Background: an optimization exercise with open tools, aiming at small area, a short achievable clock period and few clock cycles per item. Do not read the settings as production practice.
Power and IR drop assume default switching activity.

main:
==> flow/design.v <==
module line_mem_engine #(
    parameter int WORDS_PER_LINE = 16,
    parameter int LINE_BITS      = 32 * WORDS_PER_LINE
) (
    input  logic                 clk,
    input  logic                 rst,
    input  logic                 req_valid,
    output logic                 req_ready,
    input  logic                 req_wr,
    input  logic [31:0]          req_addr,
    input  logic [LINE_BITS-1:0] req_wdata,
    output logic                 resp_valid,
    output logic [LINE_BITS-1:0] resp_rdata,
    output logic                 mem_valid,
    input  logic                 mem_ready,
    output logic                 mem_we,
    output logic [31:0]          mem_addr,
    output logic [31:0]          mem_wdata,
    input  logic                 mem_rvalid,
    input  logic [31:0]          mem_rdata,
    output logic                 err
);
    localparam int BUF_BITS = LINE_BITS - 32;
    logic        rdy_q;      
    logic        busy_q;     
    logic        val_q;      
    logic        resp_q;
    logic        err_q;
    logic        pend_q;     
    logic [3:0]  cnt_q;      
    logic [4:0]  out_q;      
    logic        bld_q, bsh_q, bhd_q;
    logic        m_free_q;   
    logic        m_wacc_q;   
    logic        m_wlast_q;  
    logic        m_wb0_q;    
    logic        m_wb1_q;    
    logic        we_q;
    logic [25:0] base_q;
    logic [31:0]         wd_q;
    logic [31:0]         rd_q;
    logic [BUF_BITS-1:0] buf_q;
    logic xfer, rd_ok, beat, idle, last_cmd, wfin, last_beat, fin;
    logic rdy_n, val_n, we_n, pend_n, wcmd_n;
    logic [3:0] cnt_n;
    assign xfer      = val_q & mem_ready;
    assign rd_ok     = (out_q != 5'd0);
    assign beat      = mem_rvalid & rd_ok;
    assign idle      = rdy_q & ~val_q;
    assign last_cmd  = (cnt_q == 4'd15);
    assign wfin      = xfer & we_q & last_cmd;
    assign last_beat = beat & ~val_q & (out_q == 5'd1);
    assign fin       = wfin | last_beat;
    assign rdy_n  = fin | (rdy_q & ~req_valid);
    assign val_n  = (fin & req_valid) | (idle & req_valid) | (val_q & ~(xfer & last_cmd));
    assign we_n   = (idle | fin) ? req_wr : we_q;
    assign cnt_n  = cnt_q + {3'd0, xfer};
    assign pend_n = we_q ? xfer : beat;
    assign wcmd_n = val_n & we_n;
    always_ff @(posedge clk or negedge rst) begin
        if (!rst) begin
            rdy_q     <= 1'b1;
            busy_q    <= 1'b0;
            val_q     <= 1'b0;
            resp_q    <= 1'b0;
            err_q     <= 1'b0;
            pend_q    <= 1'b0;
            cnt_q     <= 4'd0;
            out_q     <= 5'd0;
            bld_q     <= 1'b1;
            bsh_q     <= 1'b0;
            bhd_q     <= 1'b0;
            m_free_q  <= 1'b1;
            m_wacc_q  <= 1'b0;
            m_wlast_q <= 1'b0;
            m_wb0_q   <= 1'b0;
            m_wb1_q   <= 1'b0;
        end else begin
            rdy_q     <= rdy_n;
            busy_q    <= ~rdy_n;
            val_q     <= val_n;
            resp_q    <= fin;
            cnt_q     <= cnt_n;
            if (xfer && !we_q && !beat)
                out_q <= out_q + 5'd1;
            else if (!(xfer && !we_q) && beat)
                out_q <= out_q - 5'd1;
            if (mem_rvalid && !rd_ok) err_q <= 1'b1;
            pend_q    <= pend_n;
            bld_q     <= rdy_n;
            bsh_q     <= ~rdy_n & pend_n;
            bhd_q     <= ~rdy_n & ~pend_n;
            m_free_q  <= ~wcmd_n;
            m_wacc_q  <= wcmd_n & rdy_n;
            m_wlast_q <= wcmd_n & ~rdy_n & (cnt_n == 4'd15);
            m_wb0_q   <= wcmd_n & ~rdy_n & (cnt_n != 4'd15) & ~pend_n;
            m_wb1_q   <= wcmd_n & ~rdy_n & (cnt_n != 4'd15) & pend_n;
        end
    end
    always_ff @(posedge clk) begin
        if (idle || fin) begin
            we_q   <= req_wr;
            base_q <= req_addr[31:6];
        end
    end
    logic s_w0, s_w1, s_b0, s_b1, s_hd;
    assign s_w0 = m_free_q | (m_wlast_q & mem_ready);
    assign s_w1 = m_wacc_q & mem_ready;
    assign s_b0 = m_wb0_q & mem_ready;
    assign s_b1 = m_wb1_q & mem_ready;
    assign s_hd = ~m_free_q & ~mem_ready;
    always_ff @(posedge clk) begin
        wd_q <= ({32{s_w0}} & req_wdata[31:0])
              | ({32{s_w1}} & req_wdata[63:32])
              | ({32{s_b0}} & buf_q[31:0])
              | ({32{s_b1}} & buf_q[63:32])
              | ({32{s_hd}} & wd_q);
    end
    always_ff @(posedge clk) begin
        rd_q <= mem_rdata;
    end
    always_ff @(posedge clk) begin
        buf_q <= ({BUF_BITS{bld_q}} & req_wdata[LINE_BITS-1:32])
               | ({BUF_BITS{bsh_q}} & {rd_q, buf_q[BUF_BITS-1:32]})
               | ({BUF_BITS{bhd_q}} & buf_q);
    end
    assign req_ready  = ~busy_q;
    assign resp_valid = resp_q;
    assign resp_rdata = {rd_q, buf_q};
    assign mem_valid  = val_q;
    assign mem_we     = we_q;
    assign mem_addr   = {base_q, cnt_q, 2'b00};
    assign mem_wdata  = wd_q;
    assign err        = err_q;
endmodule
==> flow/config.mk <==
export PLATFORM = sky130hd
export DESIGN_NAME = line_mem_engine
export DESIGN_NICKNAME = line_mem_engine
export VERILOG_FILES = /design/flow/design.v
export SDC_FILE = /design/flow/constraint.sdc
export NUM_CORES = 4
export LEC_CHECK = 0
export ABC_AREA = 1
export CAP_MARGIN = 20
export CORE_AREA = 6 6 414 414
export CTS_CLUSTER_DIAMETER = 100
export CTS_CLUSTER_SIZE = 22
export DIE_AREA = 0 0 420 420
export SETUP_SLACK_MARGIN = 3
export SLEW_MARGIN = 20
==> flow/constraint.sdc <==
create_clock -name core_clock -period 5.5 [get_ports {clk}]
set_input_delay 1.1000 -clock core_clock [delete_from_list [all_inputs] [get_ports {clk}]]
set_output_delay 1.1000 -clock core_clock [all_outputs]
set_load 0.01 [all_outputs]
standard.sh (not shown) runs the stock make flow with config.mk's settings and CLKGATE_MAP_FILE= SYNTH_SCRIPT=/design/flow/synth_recipe.tcl, a recipe that flattens the netlist after the stock synthesis.
==> flow/flow/run.sh <==
#!/bin/bash
# Standard ORFS layout, but with the smallest buffer on every input and
# output port instead of the default port-buffer cell.
set -euo pipefail
export BUFFER_PORTS_ARGS="-buffer_cell sky130_fd_sc_hd__buf_1"
bash standard.sh > standard_flow.log 2>&1
Setup changes, main to the feature branch
Settings: clearing CTS_CLUSTER_DIAMETER, which used to be 100; clearing CTS_CLUSTER_SIZE, which used to be 22.
- Final net count was lower in main than in the feature branch.
- Looking at worst setup path startpoint, the base_q[8]$_DFFE_PN_ result is from the feature branch; the buf_q[152]$_DFF_P_ one comes from main.
- Summary of the feature branch over main: headroom to the max-slew limit down 3.4 points, power share of the combinational group fell 1.9 points.
No run of this note included a check of the RTL's function; only the layout flow was run.

-- what the ideal ports hide --
The flow's constraints put no driver on any port. The routed layouts listed below were extracted and timed again, unchanged, in two steps. Step 1: set_driving_cell puts a clkbuf_16 on clk and a buf_2 on each other input, an assumption about the parent block. Step 2 moves the port delays by t, midway between the first and last clock arrival at a register: inputs arrive t later, outputs are due t later. That takes back most of the time a late clock gives input paths. a / b / c = no drivers / after step 1 / after step 2; a / b = the first two.
| run | t, ns | slack for setup (ns) | clock arrival spread, ns | pins driven straight from the clock port |
|---|---|---|---|---|
| main | 0.691 | 3.035 / 2.954 / 2.615 | 0.044 / 0.044 | 1 |
| the feature branch | 0.760 | 3.078 / 2.996 / 2.623 | 0.033 / 0.033 | 1 |
After both steps setup and hold are still met in every run listed. The setup slack of the feature branch, which loses most, moves by -0.082 ns with the drivers and by -0.455 ns with both steps.
